What follows belongs to an exercise in optimizing a design on an open flow for small area, a short achievable clock period and few clock cycles per item; a production flow would make more cautious choices.
Function was not checked in any run shown here: the RTL went through the layout flow alone.
Power figures rest on the tool's default switching activity, not on a simulated workload.

## flow/design.v (module list and top-level ports; edited modules follow where they fit)
// module csa_fa: 9 lines
// module binary_neuron: 888 lines
module binary_neuron (
    input  logic                    clk,
    input  logic                    reset,
    input  logic                    in_valid,
    output logic                    in_ready,
    input  logic [320:0]            in_req,
    output logic                    out_valid,
    input  logic                    out_ready,
    output logic [9:0]              out_sum
);
  // ...
==> flow/flow/run.sh <==
#!/bin/bash
# The standard layout (standard.sh: ORFS synthesis to final layout), with
# one change: the input and output ports are buffered with the smallest
# buffer, sky130_fd_sc_hd__buf_1, instead of the cell buffer_ports picks by
# default (clkdlybuf4s50_1).  Later repair steps may still resize them.
set -euo pipefail
export BUFFER_PORTS_ARGS="-buffer_cell sky130_fd_sc_hd__buf_1"
bash standard.sh > standard_flow.log 2>&1
==> flow/standard.sh <==
#!/bin/bash
# synth_recipe.tcl (not shown) runs the flow's synth.tcl, then flattens the netlist and writes it again
# the make line also repeats each setting of config.mk as NAME=value (left out here)
make -C /OpenROAD-flow-scripts/flow DESIGN_CONFIG=/design/flow/config.mk WORK_HOME=/design/flow/orfs CLKGATE_MAP_FILE= SYNTH_SCRIPT=/design/flow/synth_recipe.tcl "${@:-finish}"
==> flow/config.mk <==
export PLATFORM = sky130hd
export DESIGN_NAME = binary_neuron
export DESIGN_NICKNAME = binary_neuron
export VERILOG_FILES = /design/flow/design.v
export SDC_FILE = /design/flow/constraint.sdc
export NUM_CORES = 4
export LEC_CHECK = 0
export CAP_MARGIN = 20
export CORE_MARGIN = 2
export CORE_UTILIZATION = 40
export CTS_BUF_LIST = sky130_fd_sc_hd__clkbuf_4
export CTS_CLUSTER_DIAMETER = 100
export CTS_CLUSTER_SIZE = 30
export SLEW_MARGIN = 20
export SYNTH_HIERARCHICAL = 1
export SYNTH_MINIMUM_KEEP_SIZE = 0
==> flow/constraint.sdc <==
create_clock -name core_clock -period 6.0 [get_ports {clk}]
set_input_delay 1.2000 -clock core_clock [delete_from_list [all_inputs] [get_ports {clk}]]
set_output_delay 1.2000 -clock core_clock [all_outputs]
set_load 0.01 [all_outputs]
==> flow_metrics.py, run 1 <==
metrics = {
    "worst_setup_path": {
        "cp.depth": 5,
        "critPathMaxFanout": 4,
        "slowest_stage": "fa_1",
    },
    "routing": {
        "ant_nets": 0,
        "routed-via-count": 8121,
        "routed_wl_mm": 30.24,
    },
    "power_and_ir_drop": {
        "finalPower_mw": 7.383,
        "clkPwrFrac": 0.074,
        "power_frac_comb": 0.669,
    },
    "hold_path": {
        "hp-class": "register to register",
    },
    "global_routing": {
        "antenna_found_initial": 0,
        "grt_usage": 0.2005,
        "globalRoute.totalOverflow": 0,
    },
    "sta": {
        "worst_hold_slack_ns": 0.3541,
        "max_freq_mhz": 315.4,
    },
    "yosys": {
        "syn_area_per_cell_um2": 11.57,
        "synth_top_family_by_area": "adder cells",
    },
    "finish": {
        "buffer_area_frac": 0.09111,
        "seq_cells": 137,
        "largest_reg_flops": 20,
    },
    "status": {
        "status": "no timing/DRC/antenna violations",
    },
    "die": {
        "coreArea_um2": 29400,
        "start_util": 0.4037,
        "die-width_um": 176.3,
    },
    "job": {
        "maxCapViolCount": 0,
    },
    "clock_tree": {
        "path_clk_slew_ns": 0.11,
    },
}
==> inputs of run 2 (changes only) <==
--- a/flow/design.v
+++ b/flow/design.v
@@ -3,16 +3,24 @@
     input  logic a,
     input  logic b,
     input  logic c,
     output logic s,
     output logic co
 );
     assign {co, s} = {1'b0, a} + {1'b0, b} + {1'b0, c};
 endmodule
+module csa_ha (
+    input  logic a,
+    input  logic b,
+    output logic s,
+    output logic co
+);
+    assign {co, s} = {1'b0, a} + {1'b0, b};
+endmodule
 `timescale 1ns/10ps
 module binary_neuron (
     input  logic                    clk,
     input  logic                    reset,
     input  logic                    in_valid,
     output logic                    in_ready,
     input  logic [320:0]            in_req,
     output logic                    out_valid,
@@ -206,18 +214,18 @@
     wire p2_61 = in_req[75] ^ (~in_req[3] & (in_req[73] | in_req[74]));
     wire q3_61 = ~(in_req[76] ^ (~in_req[3] & (in_req[73] | in_req[74] | in_req[75])));
     wire p1_62 = in_req[70] ^ (~in_req[2] & in_req[69]);
     wire p2_62 = in_req[71] ^ (~in_req[2] & (in_req[69] | in_req[70]));
     wire q3_62 = ~(in_req[72] ^ (~in_req[2] & (in_req[69] | in_req[70] | in_req[71])));
     wire p1_63 = in_req[66] ^ (~in_req[1] & in_req[65]);
     wire p2_63 = in_req[67] ^ (~in_req[1] & (in_req[65] | in_req[66]));
     wire q3_63 = ~(in_req[68] ^ (~in_req[1] & (in_req[65] | in_req[66] | in_req[67])));
-    logic r1_s147, r1_s149, r1_c64, r1_s151, r1_s153, r1_s155, r1_c148, r1_c150, r1_s237, r1_s239, r1_s241, r1_s243, r1_s245, r1_s247, r1_s249, r1_c152, r1_c154, r1_c156, r1_s251, r1_s253, r1_s255, r1_c238, r1_c240, r1_c242, r1_c244, r1_c246, r1_s343, r1_s345, r1_s347, r1_c248, r1_c250, r1_s349, r1_s351, r1_s353, r1_s355, r1_s357, r1_s359, r1_s361, r1_c252, r1_c254, r1_c256, r1_s363, r1_s405, r1_c344, r1_c346, r1_c348, r1_c350, r1_c352, r1_c354, r1_c356, r1_c358, r1_s407, r1_s409, r1_c360, r1_c362, r1_s411, r1_s413, r1_s415, r1_s417, r1_s419, r1_c364, r1_c404, r1_c406, r1_c408, r1_c410, r1_c412, r1_c414, r1_c416, r1_c418, r1_c420, r1_s453, r1_s455, r1_c454, r1_c456, r1_s63;
-    logic r2_s447, r2_c392, r2_s449, r2_c448, r2_s475, r2_c450, r2_s477, r2_s489, r2_c476, r2_s491, r2_c478, r2_c492, r2_s499, r2_c498, r2_c500, r2_s63, r2_s157, r2_s271, r2_s391, r2_s159;
+    logic r1_s57, r1_s59, r1_s61, r1_s135, r1_c58, r1_c60, r1_c62, r1_s137, r1_s139, r1_s141, r1_s143, r1_s145, r1_s147, r1_s149, r1_s229, r1_s231, r1_c138, r1_c140, r1_c142, r1_c144, r1_c146, r1_s233, r1_s235, r1_c148, r1_c150, r1_s237, r1_s239, r1_s241, r1_s243, r1_s245, r1_s247, r1_s249, r1_s329, r1_s331, r1_s333, r1_s335, r1_s337, r1_s339, r1_s341, r1_c234, r1_c236, r1_c238, r1_c240, r1_c242, r1_c244, r1_c246, r1_s343, r1_s345, r1_s347, r1_c248, r1_c250, r1_s349, r1_s351, r1_s353, r1_s355, r1_s357, r1_c326, r1_c328, r1_c330, r1_c332, r1_c334, r1_c336, r1_c338, r1_c340, r1_c342, r1_s393, r1_s395, r1_s397, r1_s399, r1_s401, r1_s403, r1_s405, r1_c344, r1_c346, r1_c348, r1_c350, r1_c352, r1_c354, r1_c356, r1_c358, r1_s407, r1_s409, r1_c394, r1_c396, r1_c398, r1_c400, r1_c402, r1_c404, r1_c406, r1_c408, r1_c410;
+    logic r2_s447, r2_c392, r2_s449, r2_c448, r2_s475, r2_c450, r2_s477, r2_s489, r2_c476, r2_s491, r2_c478, r2_c488, r2_s497, r2_c490, r2_c492, r2_c498, r2_s63, r2_s157, r2_s271, r2_s391, r2_s159;
     wire s1 = ~(in_req[317] ^ in_req[313]);
     wire c2 = in_req[317] | in_req[313];
     wire s3, c4;
     csa_fa u_s3 (.a(in_req[309]), .b(in_req[305]), .c(in_req[301]), .s(s3), .co(c4));
     wire s5, c6;
     csa_fa u_s5 (.a(in_req[297]), .b(in_req[293]), .c(in_req[289]), .s(s5), .co(c6));
     wire s7, c8;
     csa_fa u_s7 (.a(in_req[285]), .b(in_req[281]), .c(in_req[277]), .s(s7), .co(c8));
@@ -271,17 +279,17 @@
     csa_fa u_s55 (.a(s33), .b(s35), .c(s37), .s(s55), .co(c56));
     wire s57, c58;
     csa_fa u_s57 (.a(s39), .b(s41), .c(s43), .s(s57), .co(c58));
     wire s59, c60;
     csa_fa u_s59 (.a(s45), .b(s47), .c(s49), .s(s59), .co(c60));
     wire s61, c62;
     csa_fa u_s61 (.a(s51), .b(s53), .c(s55), .s(s61), .co(c62));
     wire s63, c64;
-    csa_fa u_s63 (.a(s57), .b(s59), .c(s61), .s(s63), .co(c64));
+    csa_fa u_s63 (.a(r1_s57), .b(r1_s59), .c(r1_s61), .s(s63), .co(c64));
     wire s65 = ~(in_req[0] ^ p1_0);
     wire c66 = in_req[0] | p1_0;
     wire s67, c68;
     csa_fa u_s67 (.a(p1_1), .b(p1_2), .c(p1_3), .s(s67), .co(c68));
     wire s69, c70;
     csa_fa u_s69 (.a(p1_4), .b(p1_5), .c(p1_6), .s(s69), .co(c70));
     wire s71, c72;
     csa_fa u_s71 (.a(p1_7), .b(p1_8), .c(p1_9), .s(s71), .co(c72));
@@ -359,25 +367,25 @@
     csa_fa u_s143 (.a(s111), .b(s113), .c(s115), .s(s143), .co(c144));
     wire s145, c146;
     csa_fa u_s145 (.a(s117), .b(s119), .c(s121), .s(s145), .co(c146));
     wire s147, c148;
     csa_fa u_s147 (.a(s123), .b(s125), .c(s127), .s(s147), .co(c148));
     wire s149, c150;
     csa_fa u_s149 (.a(s129), .b(s131), .c(s133), .s(s149), .co(c150));
     wire s151, c152;
-    csa_fa u_s151 (.a(s135), .b(c58), .c(c60), .s(s151), .co(c152));
+    csa_fa u_s151 (.a(r1_s135), .b(r1_c58), .c(r1_c60), .s(s151), .co(c152));
     wire s153, c154;
-    csa_fa u_s153 (.a(c62), .b(s137), .c(s139), .s(s153), .co(c154));
+    csa_fa u_s153 (.a(r1_c62), .b(r1_s137), .c(r1_s139), .s(s153), .co(c154));
     wire s155, c156;
-    csa_fa u_s155 (.a(s141), .b(s143), .c(s145), .s(s155), .co(c156));
+    csa_fa u_s155 (.a(r1_s141), .b(r1_s143), .c(r1_s145), .s(s155), .co(c156));
     wire s157, c158;
-    csa_fa u_s157 (.a(r1_s147), .b(r1_s149), .c(r1_c64), .s(s157), .co(c158));
+    csa_fa u_s157 (.a(r1_s147), .b(r1_s149), .c(c64), .s(s157), .co(c158));
     wire s159, c160;
-    csa_fa u_s159 (.a(r1_s151), .b(r1_s153), .c(r1_s155), .s(s159), .co(c160));
+    csa_fa u_s159 (.a(s151), .b(s153), .c(s155), .s(s159), .co(c160));
     wire s161 = ~(p2_0 ^ p2_1);
     wire c162 = p2_0 | p2_1;
     wire s163, c164;
     csa_fa u_s163 (.a(p2_2), .b(p2_3), .c(p2_4), .s(s163), .co(c164));
     wire s165, c166;
     csa_fa u_s165 (.a(p2_5), .b(p2_6), .c(p2_7), .s(s165), .co(c166));
     wire s167, c168;
     csa_fa u_s167 (.a(p2_8), .b(p2_9), .c(p2_10), .s(s167), .co(c168));
@@ -459,31 +467,31 @@
     csa_fa u_s243 (.a(s205), .b(s207), .c(s209), .s(s243), .co(c244));
     wire s245, c246;
     csa_fa u_s245 (.a(s211), .b(s213), .c(s215), .s(s245), .co(c246));
     wire s247, c248;
     csa_fa u_s247 (.a(s217), .b(s219), .c(s221), .s(s247), .co(c248));
     wire s249, c250;
     csa_fa u_s249 (.a(s223), .b(s225), .c(s227), .s(s249), .co(c250));
     wire s251, c252;
-    csa_fa u_s251 (.a(s229), .b(s231), .c(c138), .s(s251), .co(c252));
+    csa_fa u_s251 (.a(r1_s229), .b(r1_s231), .c(r1_c138), .s(s251), .co(c252));
     wire s253, c254;
-    csa_fa u_s253 (.a(c140), .b(c142), .c(c144), .s(s253), .co(c254));
+    csa_fa u_s253 (.a(r1_c140), .b(r1_c142), .c(r1_c144), .s(s253), .co(c254));
     wire s255, c256;
-    csa_fa u_s255 (.a(c146), .b(s233), .c(s235), .s(s255), .co(c256));
+    csa_fa u_s255 (.a(r1_c146), .b(r1_s233), .c(r1_s235), .s(s255), .co(c256));
     wire s257, c258;
     csa_fa u_s257 (.a(r1_c148), .b(r1_c150), .c(r1_s237), .s(s257), .co(c258));
     wire s259, c260;
     csa_fa u_s259 (.a(r1_s239), .b(r1_s241), .c(r1_s243), .s(s259), .co(c260));
     wire s261, c262;
     csa_fa u_s261 (.a(r1_s245), .b(r1_s247), .c(r1_s249), .s(s261), .co(c262));
     wire s263, c264;
-    csa_fa u_s263 (.a(r1_c152), .b(r1_c154), .c(r1_c156), .s(s263), .co(c264));
+    csa_fa u_s263 (.a(c152), .b(c154), .c(c156), .s(s263), .co(c264));
     wire s265, c266;
-    csa_fa u_s265 (.a(r1_s251), .b(r1_s253), .c(r1_s255), .s(s265), .co(c266));
+    csa_fa u_s265 (.a(s251), .b(s253), .c(s255), .s(s265), .co(c266));
     wire s267, c268;
     csa_fa u_s267 (.a(s257), .b(s259), .c(s261), .s(s267), .co(c268));
     wire s269, c270;
     csa_fa u_s269 (.a(c158), .b(c160), .c(s263), .s(s269), .co(c270));
     wire s271, c272;
     csa_fa u_s271 (.a(s265), .b(s267), .c(s269), .s(s271), .co(c272));
     wire s273 = ~(q3_0 ^ q3_1);
     wire c274 = q3_0 | q3_1;
@@ -567,35 +575,35 @@
     csa_fa u_s351 (.a(c224), .b(c226), .c(c228), .s(s351), .co(c352));
     wire s353, c354;
     csa_fa u_s353 (.a(c230), .b(c232), .c(s315), .s(s353), .co(c354));
     wire s355, c356;
     csa_fa u_s355 (.a(s317), .b(s319), .c(s321), .s(s355), .co(c356));
     wire s357, c358;
     csa_fa u_s357 (.a(s323), .b(s325), .c(s327), .s(s357), .co(c358));
     wire s359, c360;
-    csa_fa u_s359 (.a(s329), .b(s331), .c(s333), .s(s359), .co(c360));
+    csa_fa u_s359 (.a(r1_s329), .b(r1_s331), .c(r1_s333), .s(s359), .co(c360));
     wire s361, c362;
-    csa_fa u_s361 (.a(s335), .b(s337), .c(s339), .s(s361), .co(c362));
+    csa_fa u_s361 (.a(r1_s335), .b(r1_s337), .c(r1_s339), .s(s361), .co(c362));
     wire s363, c364;
-    csa_fa u_s363 (.a(s341), .b(c234), .c(c236), .s(s363), .co(c364));
+    csa_fa u_s363 (.a(r1_s341), .b(r1_c234), .c(r1_c236), .s(s363), .co(c364));
     wire s365, c366;
     csa_fa u_s365 (.a(r1_c238), .b(r1_c240), .c(r1_c242), .s(s365), .co(c366));
     wire s367, c368;
     csa_fa u_s367 (.a(r1_c244), .b(r1_c246), .c(r1_s343), .s(s367), .co(c368));
     wire s369, c370;
     csa_fa u_s369 (.a(r1_s345), .b(r1_s347), .c(r1_c248), .s(s369), .co(c370));
     wire s371, c372;
     csa_fa u_s371 (.a(r1_c250), .b(r1_s349), .c(r1_s351), .s(s371), .co(c372));
     wire s373, c374;
     csa_fa u_s373 (.a(r1_s353), .b(r1_s355), .c(r1_s357), .s(s373), .co(c374));
     wire s375, c376;
-    csa_fa u_s375 (.a(r1_s359), .b(r1_s361), .c(r1_c252), .s(s375), .co(c376));
+    csa_fa u_s375 (.a(s359), .b(s361), .c(c252), .s(s375), .co(c376));
     wire s377, c378;
-    csa_fa u_s377 (.a(r1_c254), .b(r1_c256), .c(r1_s363), .s(s377), .co(c378));
+    csa_fa u_s377 (.a(c254), .b(c256), .c(s363), .s(s377), .co(c378));
     wire s379, c380;
     csa_fa u_s379 (.a(c258), .b(c260), .c(s365), .s(s379), .co(c380));
     wire s381, c382;
     csa_fa u_s381 (.a(s367), .b(c262), .c(s369), .s(s381), .co(c382));
     wire s383, c384;
     csa_fa u_s383 (.a(s371), .b(s373), .c(c264), .s(s383), .co(c384));
     wire s385, c386;
     csa_fa u_s385 (.a(c266), .b(s375), .c(s377), .s(s385), .co(c386));
@@ -619,39 +627,39 @@
     csa_fa u_s403 (.a(c302), .b(c304), .c(c306), .s(s403), .co(c404));
     wire s405, c406;
     csa_fa u_s405 (.a(c308), .b(c310), .c(c312), .s(s405), .co(c406));
     wire s407, c408;
     csa_fa u_s407 (.a(c314), .b(c316), .c(c318), .s(s407), .co(c408));
     wire s409, c410;
     csa_fa u_s409 (.a(c320), .b(c322), .c(c324), .s(s409), .co(c410));
     wire s411, c412;
-    csa_fa u_s411 (.a(c326), .b(c328), .c(c330), .s(s411), .co(c412));
+    csa_fa u_s411 (.a(r1_c326), .b(r1_c328), .c(r1_c330), .s(s411), .co(c412));
     wire s413, c414;
-    csa_fa u_s413 (.a(c332), .b(c334), .c(c336), .s(s413), .co(c414));
+    csa_fa u_s413 (.a(r1_c332), .b(r1_c334), .c(r1_c336), .s(s413), .co(c414));
     wire s415, c416;
-    csa_fa u_s415 (.a(c338), .b(c340), .c(c342), .s(s415), .co(c416));
+    csa_fa u_s415 (.a(r1_c338), .b(r1_c340), .c(r1_c342), .s(s415), .co(c416));
     wire s417, c418;
-    csa_fa u_s417 (.a(s393), .b(s395), .c(s397), .s(s417), .co(c418));
+    csa_fa u_s417 (.a(r1_s393), .b(r1_s395), .c(r1_s397), .s(s417), .co(c418));
     wire s419, c420;
-    csa_fa u_s419 (.a(s399), .b(s401), .c(s403), .s(s419), .co(c420));
+    csa_fa u_s419 (.a(r1_s399), .b(r1_s401), .c(r1_s403), .s(s419), .co(c420));
     wire s421, c422;
     csa_fa u_s421 (.a(r1_s405), .b(r1_c344), .c(r1_c346), .s(s421), .co(c422));
     wire s423, c424;
     csa_fa u_s423 (.a(r1_c348), .b(r1_c350), .c(r1_c352), .s(s423), .co(c424));
     wire s425, c426;
     csa_fa u_s425 (.a(r1_c354), .b(r1_c356), .c(r1_c358), .s(s425), .co(c426));
     wire s427, c428;
-    csa_fa u_s427 (.a(r1_s407), .b(r1_s409), .c(r1_c360), .s(s427), .co(c428));
+    csa_fa u_s427 (.a(r1_s407), .b(r1_s409), .c(c360), .s(s427), .co(c428));
     wire s429, c430;
-    csa_fa u_s429 (.a(r1_c362), .b(r1_s411), .c(r1_s413), .s(s429), .co(c430));
+    csa_fa u_s429 (.a(c362), .b(s411), .c(s413), .s(s429), .co(c430));
     wire s431, c432;
-    csa_fa u_s431 (.a(r1_s415), .b(r1_s417), .c(r1_s419), .s(s431), .co(c432));
+    csa_fa u_s431 (.a(s415), .b(s417), .c(s419), .s(s431), .co(c432));
     wire s433, c434;
-    csa_fa u_s433 (.a(r1_c364), .b(c366), .c(c368), .s(s433), .co(c434));
+    csa_fa u_s433 (.a(c364), .b(c366), .c(c368), .s(s433), .co(c434));
     wire s435, c436;
     csa_fa u_s435 (.a(s421), .b(c370), .c(c372), .s(s435), .co(c436));
     wire s437, c438;
     csa_fa u_s437 (.a(c374), .b(s423), .c(s425), .s(s437), .co(c438));
     wire s439, c440;
     csa_fa u_s439 (.a(s427), .b(s429), .c(s431), .s(s439), .co(c440));
     wire s441, c442;
     csa_fa u_s441 (.a(c376), .b(c378), .c(c380), .s(s441), .co(c442));
@@ -660,28 +668,28 @@
     wire s445, c446;
     csa_fa u_s445 (.a(s437), .b(s439), .c(c384), .s(s445), .co(c446));
     wire s447, c448;
     csa_fa u_s447 (.a(c386), .b(s441), .c(c388), .s(s447), .co(c448));
     wire s449, c450;
     csa_fa u_s449 (.a(s443), .b(c390), .c(s445), .s(s449), .co(c450));
     wire s451, c452;
     csa_fa u_s451 (.a(r2_s447), .b(r2_c392), .c(r2_s449), .s(s451), .co(c452));
-    wire s453 = ~(c394 ^ c396);
-    wire c454 = c394 | c396;
+    wire s453 = ~(r1_c394 ^ r1_c396);
+    wire c454 = r1_c394 | r1_c396;
     wire s455, c456;
-    csa_fa u_s455 (.a(c398), .b(c400), .c(c402), .s(s455), .co(c456));
+    csa_fa u_s455 (.a(r1_c398), .b(r1_c400), .c(r1_c402), .s(s455), .co(c456));
     wire s457, c458;
     csa_fa u_s457 (.a(r1_c404), .b(r1_c406), .c(r1_c408), .s(s457), .co(c458));
     wire s459, c460;
-    csa_fa u_s459 (.a(r1_c410), .b(r1_c412), .c(r1_c414), .s(s459), .co(c460));
+    csa_fa u_s459 (.a(r1_c410), .b(c412), .c(c414), .s(s459), .co(c460));
     wire s461, c462;
-    csa_fa u_s461 (.a(r1_c416), .b(r1_c418), .c(r1_c420), .s(s461), .co(c462));
+    csa_fa u_s461 (.a(c416), .b(c418), .c(c420), .s(s461), .co(c462));
     wire s463, c464;
-    csa_fa u_s463 (.a(r1_s453), .b(r1_s455), .c(c422), .s(s463), .co(c464));
+    csa_fa u_s463 (.a(s453), .b(s455), .c(c422), .s(s463), .co(c464));
     wire s465, c466;
     csa_fa u_s465 (.a(c424), .b(c426), .c(s457), .s(s465), .co(c466));
     wire s467, c468;
     csa_fa u_s467 (.a(c428), .b(c430), .c(c432), .s(s467), .co(c468));
     wire s469, c470;
     csa_fa u_s469 (.a(s459), .b(s461), .c(s463), .s(s469), .co(c470));
     wire s471, c472;
     csa_fa u_s471 (.a(c434), .b(c436), .c(c438), .s(s471), .co(c472));
@@ -690,38 +698,38 @@
     wire s475, c476;
     csa_fa u_s475 (.a(c442), .b(s469), .c(c444), .s(s475), .co(c476));
     wire s477, c478;
     csa_fa u_s477 (.a(s471), .b(s473), .c(c446), .s(s477), .co(c478));
     wire s479, c480;
     csa_fa u_s479 (.a(r2_c448), .b(r2_s475), .c(r2_c450), .s(s479), .co(c480));
     wire s481, c482;
     csa_fa u_s481 (.a(r2_s477), .b(c452), .c(s479), .s(s481), .co(c482));
-    wire s483 = ~(r1_c454 ^ r1_c456);
-    wire c484 = r1_c454 | r1_c456;
+    wire s483 = ~(c454 ^ c456);
+    wire c484 = c454 | c456;
     wire s485, c486;
     csa_fa u_s485 (.a(c458), .b(c460), .c(c462), .s(s485), .co(c486));
     wire s487, c488;
     csa_fa u_s487 (.a(s483), .b(c464), .c(c466), .s(s487), .co(c488));
     wire s489, c490;
     csa_fa u_s489 (.a(c468), .b(s485), .c(c470), .s(s489), .co(c490));
     wire s491, c492;
     csa_fa u_s491 (.a(c472), .b(s487), .c(c474), .s(s491), .co(c492));
     wire s493, c494;
     csa_fa u_s493 (.a(r2_s489), .b(r2_c476), .c(r2_s491), .s(s493), .co(c494));
     wire s495, c496;
     csa_fa u_s495 (.a(r2_c478), .b(s493), .c(c480), .s(s495), .co(c496));
     wire s497 = ~(c484 ^ c486);
     wire c498 = c484 | c486;
     wire s499, c500;
-    csa_fa u_s499 (.a(c488), .b(s497), .c(c490), .s(s499), .co(c500));
+    csa_fa u_s499 (.a(r2_c488), .b(r2_s497), .c(r2_c490), .s(s499), .co(c500));
     wire s501, c502;
-    csa_fa u_s501 (.a(r2_c492), .b(r2_s499), .c(c494), .s(s501), .co(c502));
-    wire s503 = ~(r2_c498 ^ r2_c500);
-    wire c504 = r2_c498 | r2_c500;
+    csa_fa u_s501 (.a(r2_c492), .b(s499), .c(c494), .s(s501), .co(c502));
+    wire s503 = ~(r2_c498 ^ c500);
+    wire c504 = r2_c498 | c500;
     wire [9:0] row_a = {c504, s503, s501, s495, s481, s451, r2_s391, r2_s271, r2_s157, r2_s63};
     wire [9:0] row_b = {1'b0, c502, c496, c482, 1'b0, 1'b0, 1'b0, 1'b0, r2_s159, 1'b0};
     wire [9:0] total = row_a + row_b;
     logic         accept, pop;
     logic [2:0] pending, pending_next;
     assign accept = in_valid && in_ready;
     assign pop    = out_valid && out_ready;
     always_comb begin
@@ -743,157 +751,155 @@
     always_ff @(posedge clk) begin
         if (reset) begin
             stage_valid <= '0;
         end else begin
             stage_valid <= {stage_valid[1:1], accept};
         end
     end
     always_ff @(posedge clk) begin
+        r1_s57 <= s57;
+        r1_s59 <= s59;
+        r1_s61 <= s61;
+        r1_s135 <= s135;
+        r1_c58 <= c58;
+        r1_c60 <= c60;
+        r1_c62 <= c62;
+        r1_s137 <= s137;
+        r1_s139 <= s139;
+        r1_s141 <= s141;
+        r1_s143 <= s143;
+        r1_s145 <= s145;
         r1_s147 <= s147;
         r1_s149 <= s149;
-        r1_c64 <= c64;
-        r1_s151 <= s151;
-        r1_s153 <= s153;
-        r1_s155 <= s155;
+        r1_s229 <= s229;
+        r1_s231 <= s231;
+        r1_c138 <= c138;
+        r1_c140 <= c140;
+        r1_c142 <= c142;
+        r1_c144 <= c144;
+        r1_c146 <= c146;
+        r1_s233 <= s233;
+        r1_s235 <= s235;
         r1_c148 <= c148;
         r1_c150 <= c150;
         r1_s237 <= s237;
         r1_s239 <= s239;
         r1_s241 <= s241;
         r1_s243 <= s243;
         r1_s245 <= s245;
         r1_s247 <= s247;
         r1_s249 <= s249;
-        r1_c152 <= c152;
-        r1_c154 <= c154;
-        r1_c156 <= c156;
-        r1_s251 <= s251;
-        r1_s253 <= s253;
-        r1_s255 <= s255;
+        r1_s329 <= s329;
+        r1_s331 <= s331;
+        r1_s333 <= s333;
+        r1_s335 <= s335;
+        r1_s337 <= s337;
+        r1_s339 <= s339;
+        r1_s341 <= s341;
+        r1_c234 <= c234;
+        r1_c236 <= c236;
         r1_c238 <= c238;
         r1_c240 <= c240;
         r1_c242 <= c242;
         r1_c244 <= c244;
         r1_c246 <= c246;
         r1_s343 <= s343;
         r1_s345 <= s345;
         r1_s347 <= s347;
         r1_c248 <= c248;
         r1_c250 <= c250;
         r1_s349 <= s349;
         r1_s351 <= s351;
         r1_s353 <= s353;
         r1_s355 <= s355;
         r1_s357 <= s357;
-        r1_s359 <= s359;
-        r1_s361 <= s361;
-        r1_c252 <= c252;
-        r1_c254 <= c254;
-        r1_c256 <= c256;
-        r1_s363 <= s363;
+        r1_c326 <= c326;
+        r1_c328 <= c328;
+        r1_c330 <= c330;
+        r1_c332 <= c332;
+        r1_c334 <= c334;
+        r1_c336 <= c336;
+        r1_c338 <= c338;
+        r1_c340 <= c340;
+        r1_c342 <= c342;
+        r1_s393 <= s393;
+        r1_s395 <= s395;
+        r1_s397 <= s397;
+        r1_s399 <= s399;
+        r1_s401 <= s401;
+        r1_s403 <= s403;
         r1_s405 <= s405;
         r1_c344 <= c344;
         r1_c346 <= c346;
         r1_c348 <= c348;
         r1_c350 <= c350;
         r1_c352 <= c352;
         r1_c354 <= c354;
         r1_c356 <= c356;
         r1_c358 <= c358;
         r1_s407 <= s407;
         r1_s409 <= s409;
-        r1_c360 <= c360;
-        r1_c362 <= c362;
-        r1_s411 <= s411;
-        r1_s413 <= s413;
-        r1_s415 <= s415;
-        r1_s417 <= s417;
-        r1_s419 <= s419;
-        r1_c364 <= c364;
+        r1_c394 <= c394;
+        r1_c396 <= c396;
+        r1_c398 <= c398;
+        r1_c400 <= c400;
+        r1_c402 <= c402;
         r1_c404 <= c404;
         r1_c406 <= c406;
         r1_c408 <= c408;
         r1_c410 <= c410;
-        r1_c412 <= c412;
-        r1_c414 <= c414;
-        r1_c416 <= c416;
-        r1_c418 <= c418;
-        r1_c420 <= c420;
-        r1_s453 <= s453;
-        r1_s455 <= s455;
-        r1_c454 <= c454;
-        r1_c456 <= c456;
-        r1_s63 <= s63;
     end
     always_ff @(posedge clk) begin
         r2_s447 <= s447;
         r2_c392 <= c392;
         r2_s449 <= s449;
         r2_c448 <= c448;
         r2_s475 <= s475;
         r2_c450 <= c450;
         r2_s477 <= s477;
         r2_s489 <= s489;
         r2_c476 <= c476;
         r2_s491 <= s491;
         r2_c478 <= c478;
+        r2_c488 <= c488;
+        r2_s497 <= s497;
+        r2_c490 <= c490;
         r2_c492 <= c492;
-        r2_s499 <= s499;
         r2_c498 <= c498;
-        r2_c500 <= c500;
-        r2_s63 <= r1_s63;
+        r2_s63 <= s63;
         r2_s157 <= s157;
         r2_s271 <= s271;
         r2_s391 <= s391;
         r2_s159 <= s159;
     end
-    logic [9:0]      q_data [0:1];
-    logic [1:0]    q_wr, q_rd, q_occ;
-    logic [9:0]      q_head;
-    logic            q_empty;
+    logic [9:0]      q_data [0:2];
+    logic [2:0]    q_wr, q_rd, q_occ;
     logic            result;        
-    logic            head_load;     
-    logic            q_push, q_pull;
     assign result    = stage_valid[2];
-    assign q_empty   = !q_occ[0];
-    assign head_load = !out_valid || out_ready;
-    assign q_pull    = head_load && !q_empty;
-    assign q_push    = result && !(head_load && q_empty);
+    assign out_valid = q_occ[0];
     always_ff @(posedge clk) begin
         if (reset) begin
-            q_wr  <= 2'd1;
-            q_rd  <= 2'd1;
+            q_wr  <= 3'd1;
+            q_rd  <= 3'd1;
             q_occ <= '0;
         end else begin
-            if (q_push) q_wr <= {q_wr[0:0], q_wr[1]};
-            if (q_pull) q_rd <= {q_rd[0:0], q_rd[1]};
-            case ({q_push, q_pull})
-                2'b10:   q_occ <= {q_occ[0:0], 1'b1};
-                2'b01:   q_occ <= {1'b0, q_occ[1:1]};
+            if (result) q_wr <= {q_wr[1:0], q_wr[2]};
+            if (pop) q_rd <= {q_rd[1:0], q_rd[2]};
+            case ({result, pop})
+                2'b10:   q_occ <= {q_occ[1:0], 1'b1};
+                2'b01:   q_occ <= {1'b0, q_occ[2:1]};
                 default: ;
             endcase
         end
     end
     always_ff @(posedge clk) begin
-        for (int i = 0; i < 2; i++) begin
-            if (q_push && q_wr[i]) q_data[i] <= total;
+        for (int i = 0; i < 3; i++) begin
+            if (result && q_wr[i]) q_data[i] <= total;
         end
     end
     always_comb begin
-        q_head = '0;
-        for (int i = 0; i < 2; i++) begin
-            q_head = q_head | (q_data[i] & {10{q_rd[i]}});
-        end
-    end
-    always_ff @(posedge clk) begin
-        if (reset) begin
-            out_valid <= 1'b0;
-        end else if (head_load) begin
-            out_valid <= !q_empty || result;
-        end
-    end
-    always_ff @(posedge clk) begin
-        if (head_load) begin
-            out_sum <= q_empty ? total : q_head;
+        out_sum = '0;
+        for (int i = 0; i < 3; i++) begin
+            out_sum = out_sum | (q_data[i] & {10{q_rd[i]}});
         end
     end
 endmodule
==> flow/flow/run.sh (replaced) <==
#!/bin/bash
# The standard layout (standard.sh: ORFS synthesis to final layout), with
# two changes:
#  - the input and output ports are buffered with the smallest buffer,
#    sky130_fd_sc_hd__buf_1, instead of the cell buffer_ports picks by default
#    (clkdlybuf4s50_1); later repair steps may still resize them;
#  - clock tree synthesis adds no dummy loads to the clock tree.
set -euo pipefail
export BUFFER_PORTS_ARGS="-buffer_cell sky130_fd_sc_hd__buf_1"
export CTS_ARGS="-sink_clustering_enable -repair_clock_nets -buf_list sky130_fd_sc_hd__clkbuf_8 -dont_use_dummy_load"
bash standard.sh > standard_flow.log 2>&1
==> flow/config.mk (replaced) <==
export PLATFORM = sky130hd
export DESIGN_NAME = binary_neuron
export DESIGN_NICKNAME = binary_neuron
export VERILOG_FILES = /design/flow/design.v
export SDC_FILE = /design/flow/constraint.sdc
export NUM_CORES = 4
export LEC_CHECK = 0
export CAP_MARGIN = 20
export CORE_MARGIN = 2
export CORE_UTILIZATION = 40
export CTS_BUF_LIST = sky130_fd_sc_hd__clkbuf_8
export SLEW_MARGIN = 20
export SYNTH_HIERARCHICAL = 1
export SYNTH_MINIMUM_KEEP_SIZE = 0
==> run 2 against run 1 <==
Net effect:
- critical path depth up 2
- clock power up 3%
- synthesized area rose by 2.9%
- sequential power up 12%
- via count grew 0.73%
- worst hold slack better by 0.098 ns
- still clean
==> flow_metrics.py, run 2 <==
metrics = {
    "status": {
        "status": "no timing/DRC/antenna violations",
    },
    "worst_setup_path": {
        "setup.worst_path.class": "input port to register",
        "crit_chain": "buf_1, nor2_1, nor2_1, xor2_1, fa_1, fa_1, fa_1",
        "crit_buf_inv": 1,
        "r2r_end": "r2_s449",
        "slowest_stage": "fa_1",
        "critPathCaptureType": "register",
        "cp_common_cell": "fa_1",
        "reg2reg_slack_ns": 3.01,
        "crit_required_ns": 6.31,
        "worstSetupStartpointType": "input port",
        "critPathMaxFanout": 4,
        "rr_worst_depth": 5,
        "worstReg2RegStart": "r1_c338",
        "cp.arrival_ns": 3.35,
        "critPathTopFamily": "adder cells",
        "slowest_delay_ns": 0.54,
    },
    "clock_tree": {
        "post-cts-setup-buffers": 0,
        "root_buffer": "clkbuf_8",
        "cts-resized-gates": 0,
        "cts_tree": "yes",
        "cts_buffers": 17,
        "hold_buffers": 0,
        "path_clk_slew_ns": 0.08,
        "clkLatencyLatePin_ns": 0.44,
        "clockBufferDepth": 2,
        "cts_sinks": 156,
        "htree_levels": 4,
    },
    "yosys": {
        "synth_nets": 1621,
        "synth_compound_area_frac": 0.01721,
        "yosys-top-cells-count": "243 x fa_1, 204 x nor2_1, 134 x xnor2_1, 126 x dfxtp_1",
        "syn_area_um2": 12210,
        "yosys.area_share.simple": 0.1306,
        "synth_most_common_cell": "fa_1",
        "yosys.area_share.adder": 0.4147,
        "yosysWarnings": 8,
        "ys_seq_area_frac": 0.2803,
        "synth_seq_cells": 156,
        "synth_top_family_by_area": "adder cells",
        "synth_edf_count": 30,
        "synth-xor-area-share": 0.1427,
        "syn_area_per_cell_um2": 11.78,
        "yosysTopAreaCell": "fa_1",
        "ys_types": 27,
        "yosys.area.top_type_share": 0.3983,
        "synthMuxAreaShare": 0.001639,
        "ys.flop_type": "dfxtp_1",
        "async_flop_share": 0,
        "synth_area_leaders": "fa_1 40%, dfxtp_1 21%, xnor2_1 9.6%",
        "synth_cells": 1037,
    },
    "die": {
        "die_area_um2": 31950,
        "die-width_um": 178.7,
        "std_cell_rows": 63,
        "die_h_um": 178.7,
        "coreArea_um2": 29870,
        "ios": 337,
        "start_util": 0.4088,
    },
    "finish": {
        "largest_reg_flops": 30,
        "layout_commonest_cell": "buf_1",
        "syn_to_final_growth_pct": 16.11,
        "drive_gt1_frac": 0.01443,
        "final_cell_mix": "336 x buf_1, 243 x fa_1, 204 x nor2_1, 134 x xnor2_1, 126 x dfxtp_1",
        "diodes": 0,
        "multi_input_area_um2": 8633,
        "nets": 1972,
        "nFillCells": 2794,
        "finish.instance_area_um2": 14180,
        "ff_latch_area_um2": 3423,
        "fin_cells": 1776,
        "regMostFlops": "q_data",
    },
    "sta": {
        "slew_headroom": 0.5566,
        "rsz0062_at_grt": "no",
        "hold_violations": 0,
        "maxSlewViolCount": 0,
        "min_period_ns": 3.045,
        "fin_setup_tns_ns": 0,
        "max_freq_mhz": 328.4,
        "tightest_slew_ns": 0.6651,
        "period_share": 0.5074,
        "setup_viol": 0,
        "finClkSkew_ns": 0.02724,
    },
    "power_and_ir_drop": {
        "power.leakage_nw": 5.202,
        "peakVddDrop_mv": 0.5510,
        "powerDensity_nw_per_um2": 565.5,
    },
    "placed_design": {
        "port_buffers": 336,
        "gp_congestion": 0.8182,
        "dp_cells": 1759,
        "hpwlAfterDp_mm": 27.91,
        "placed_area_um2": 13950,
    },
    "routing": {
        "via_per_inst": 4.606,
        "drc": 0,
        "dr.pass1.iters": 5,
        "drt_iter0_drc": 278,
        "routed-via-count": 8180,
        "routed_wl_mm": 30.42,
        "ant_nets": 0,
        "wl_per_cell_um": 17.13,
    },
    "hold_path": {
        "hold_start": "stage_valid[1]",
        "hold_depth": 1,
        "holdPathEnd": "stage_valid[2]",
        "hp-class": "register to register",
    },
    "job": {
        "maxCapViolCount": 0,
    },
    "global_routing": {
        "grt_pass1_wl_mm": 46.94,
        "first_global_vias": 8898,
        "grt_max_degree": 17,
        "globalRoute.totalOverflow": 0,
        "antenna_found_initial": 0,
        "grt_usage": 0.2006,
    },
}
==> run 2: changes by cell type after synthesis, moves of 3 or more <==
cell / before / now
dfxtp_1: 107 / 126
nor2_1: 215 / 204
a222oi_1: 0 / 10
inv_1: 30 / 38
a22oi_1: 5 / 0
a221oi_1: 6 / 2
a21oi_1: 7 / 10
nand2_1: 4 / 7
==> run 2: worst reg2reg max path: cells and delay by family (launching register included) <==
kind                     cells  cell delay (ns)
adder cells (fa/ha/maj)      5             2.53
flip-flops                   1             0.33
==> run 2: how the worst max path moves through the flow <==
| stage | startpoint | to | slack (ns) | depth (start not counted) |
|---|---|---|---|---|
| CTS | in_req[133] | r1_s353 | 2.95 | 7 |
| detailed placement | in_req[133] | r1_s353 | 2.50 | 7 |
| global route | in_req[285] | r1_s247 | 2.84 | 7 |
| floorplan | in_req[250] | r1_s249 | 2.91 | 6 |
| finish | in_req[133] | r1_s353 | 2.96 | 7 |
| global placement | in_req[133] | r1_s353 | 2.51 | 7 |
==> run 2: Yosys stat by module (local to each module, per instance) <==
module | cells inside | area (um^2)
binary_neuron | 794 | 7350
csa_fa | 1 | 20.02
==> run 2: cell families after synthesis <==
| logic type | Yosys count |
|---|---|
| AO/OA/AOI/OAI | 27 |
| XOR/XNOR | 199 |
| buffers and inverters | 42 |
| AND/OR/NAND/NOR | 352 |
| flip-flops | 156 |
| adder cells (fa/ha/maj) | 259 |
| multiplexers | 2 |
==> run 2: power breakdown <==
group          switching (mW)  internal (mW)
clock network           0.316          0.250
registers               0.293           1.83
logic                    2.81           2.53
total                    3.41           4.61
==> run 2: layer usage <==
metal,part of all wire,up-vias,GRT usage
met5,0,-,0
met2,0.53,230,0.3731
met3,0.045,15,0.03265
met4,0.0091,0,0.03184
met1,0.41,3966,0.2485
li1,-,3969,-
==> run 2: layout make-up <==
cell class	instances	share of cell area
tap	390	0.03441
inverter	38	0.01006
sequential	156	0.2414
multi-input combinational	839	0.6087
clock buffer	17	0.01650
timing repair buffer	336	0.08893
==> run 2: stage by stage <==
step	setup WS, ns	hold WS (ns)	util	power [mW]
global placement	2.511	0.4278	0.4669	7.424
CTS	2.952	0.4525	0.4747	8.159
detailed placement	2.502	0.4319	0.4669	7.575
finish	2.955	0.4521	0.4747	8.021
floorplan	2.914	0.4138	-	5.714
global route	2.838	0.4626	0.4747	9.158

==> separate check: timing with driven ports <==
The results above use ideal ports. As a check the final layouts listed here were re-extracted and re-timed, cells and wires unchanged.
Step 1 assumes that a clkbuf_16 drives the clock port and a buf_2 every other input.
Step 2 times the ports against the registers' clock, not the clock port: input delays grow and output delays shrink by t, the midpoint of the rising clock arrivals with the driver on.
Three values: ideal, step 1, step 2; two values: the first two.
run	t (ns)	slack for setup (ns)	worst setup path at the end	latest minus earliest clock arrival (ns)	cell pins on the clock port's net
run 1	0.544	2.830 / 2.842 / 2.297	input to register	0.019 / 0.019	1
run 2	0.461	2.955 / 2.965 / 2.505	input to register	0.027 / 0.027	1
After both steps every run listed still meets setup and hold. For run 1, which loses most, drivers alone change the setup slack by +0.012 ns; drivers and shift together by -0.533 ns.
